What follows belongs to an exercise in optimizing a design on an open flow for small area; a production flow would make more cautious choices. In this exercise RTL edits were held to simulation tests only and were not proved equivalent to the original.

// cordic_rotator
module cordic_rotator (
    input  logic       clk,
    input  logic       rst_n,
    input  logic       in_valid,
    input  logic [8:0] in_x,
    input  logic [8:0] in_y,
    input  logic [8:0] in_angle,
    output logic       out_valid,
    output logic [31:0] out_x,
    output logic [31:0] out_y
);
Settings: LEC_CHECK=0, ABC_AREA=1, ABC_CLOCK_PERIOD_IN_PS=11000, CAP_MARGIN=20, CORE_MARGIN=2, CORE_UTILIZATION=40, CTS_CLUSTER_DIAMETER=110, CTS_CLUSTER_SIZE=25, SLEW_MARGIN=20, SYNTH_HIERARCHICAL=1, SYNTH_MINIMUM_KEEP_SIZE=0; clock period 11.0 ns.
standard.sh (not shown) runs the stock make flow with config.mk's settings and CLKGATE_MAP_FILE= SYNTH_SCRIPT=/design/flow/synth_recipe.tcl, a recipe that flattens the netlist after the stock synthesis.
==> flow/flow/run.sh <==
#!/bin/bash
# The standard layout, with the smallest buffer on every input and output port
# (the standard flow buffers every port too, with a larger cell).
set -euo pipefail
export BUFFER_PORTS_ARGS="-buffer_cell sky130_fd_sc_hd__buf_1"
bash standard.sh > standard.log 2>&1
The starting point went through all stages and came out clean.
Change:
==> flow/run.sh (new file) <==
#!/bin/bash
# synth_recipe.tcl (not shown) runs the flow's synth.tcl, then flattens the netlist and writes it again
# the make line also repeats each setting of config.mk as NAME=value (left out here)
make -C /OpenROAD-flow-scripts/flow DESIGN_CONFIG=/design/flow/config.mk WORK_HOME=/design/flow/orfs CLKGATE_MAP_FILE= SYNTH_SCRIPT=/design/flow/synth_recipe.tcl finish
Settings changed: CTS_CLUSTER_DIAMETER 110 to 80, CTS_CLUSTER_SIZE 25 to 20.
removed: flow/flow/run.sh
removed: flow/standard.sh
Final cell count came out higher by 0.66%.
Synthesized area is unchanged.
Core utilization rose by 1.6 points.
Worst hold slack hardly moves.
Global-route usage fell by 0.15 points.
First-iteration DRC count goes up by 18%.
Clock skew went up by 0.0049 ns.
Die area is unchanged.
Change:
==> flow/flow/run.sh (new file) <==
#!/bin/bash
# The standard layout, with the smallest buffer on every input and output port
# (the standard flow buffers every port too, with a larger cell).
set -euo pipefail
export BUFFER_PORTS_ARGS="-buffer_cell sky130_fd_sc_hd__buf_1"
bash standard.sh > standard.log 2>&1
==> flow/standard.sh (new file) <==
#!/bin/bash
# synth_recipe.tcl (not shown) runs the flow's synth.tcl, then flattens the netlist and writes it again
# the make line also repeats each setting of config.mk as NAME=value (left out here)
make -C /OpenROAD-flow-scripts/flow DESIGN_CONFIG=/design/flow/config.mk WORK_HOME=/design/flow/orfs CLKGATE_MAP_FILE= SYNTH_SCRIPT=/design/flow/synth_recipe.tcl "${@:-finish}"
Settings changed: CORE_UTILIZATION 40 to 60, CTS_CLUSTER_DIAMETER 80 to 110, CTS_CLUSTER_SIZE 20 to 25.
removed: flow/run.sh
After rerunning: Routed wire length goes down by 0.51%. Global-route usage goes up by 9.5 points. Setup slack loses 0.0033 ns. Final area goes down by 5.1%. Final cell count goes down by 9.1%. Die area goes down by 33%. Sequential share of layout area goes up by 1.1 points. Critical path depth is unchanged.

== JK ==
cordic_rotator again, from the RTL that the note above started with.
clock: 11.0 ns
lec_check: 0
abc_area: 1
abc_clock_period_in_ps: 11000
cap_margin: 20
core_margin: 2
core_utilization: 40
cts_cluster_diameter: 110
cts_cluster_size: 25
slew_margin: 20
synth_hierarchical: 1
synth_minimum_keep_size: 0
run.sh (not shown) runs the stock make flow with config.mk's settings and CLKGATE_MAP_FILE= SYNTH_SCRIPT=/design/flow/synth_recipe.tcl, a recipe that flattens the netlist after the stock synthesis.
Stock flow here: none of the scripts above is used.
The following lists how MS was set up differently from JK:
Settings: CTS_CLUSTER_SIZE changed from 25 to 30.
==> flow/flow/run.sh (new file) <==
#!/bin/bash
# The standard layout, with the smallest buffer on every input and output port
# (the standard flow buffers every port too, with a larger cell).
set -euo pipefail
export BUFFER_PORTS_ARGS="-buffer_cell sky130_fd_sc_hd__buf_1"
bash standard.sh > standard.log 2>&1
==> flow/standard.sh (new file) <==
#!/bin/bash
# synth_recipe.tcl (not shown) runs the flow's synth.tcl, then flattens the netlist and writes it again
# the make line also repeats each setting of config.mk as NAME=value (left out here)
make -C /OpenROAD-flow-scripts/flow DESIGN_CONFIG=/design/flow/config.mk WORK_HOME=/design/flow/orfs CLKGATE_MAP_FILE= SYNTH_SCRIPT=/design/flow/synth_recipe.tcl "${@:-finish}"
removed: flow/run.sh
## What came out
- Diff JK -> MS: worst path buffer plus inverter count has remained practically unchanged, wire length has increased.

re-timing with driven ports:
The results above use ideal ports. As a check the final layouts listed here were re-extracted and re-timed, cells and wires unchanged.
Step 1: set_driving_cell puts a clkbuf_16 on clk and a buf_2 on each other input, an assumption about the parent block.
Step 2 adds t to the input delays and takes it off the output delays; t is the mean of the earliest and latest rising clock arrival at the registers after step 1. Input paths then give back, and output paths get back, about the clock's delay inside the block.
Slacks: ideal ports / drivers / drivers and shift; pairs: ideal ports / drivers.
run	shift t [ns]	slack for setup (ns)	slew at the worst register clock pin (ns)	worst slew at a driven data input, ns	pins driven straight from the clock port
the first run of note 1	0.572	0.322 / 0.322 / 0.322	0.10 / 0.10	0.03	1
the second run of note 1	0.581	0.357 / 0.357 / 0.357	0.08 / 0.08	0.04	1
the third run of note 1	0.552	0.354 / 0.354 / 0.354	0.10 / 0.10	0.03	1
JK	0.551	0.377 / 0.377 / 0.377	0.10 / 0.10	0.04	1
MS	0.569	0.319 / 0.319 / 0.319	0.12 / 0.12	0.03	1
After both steps every run listed still meets setup and hold.
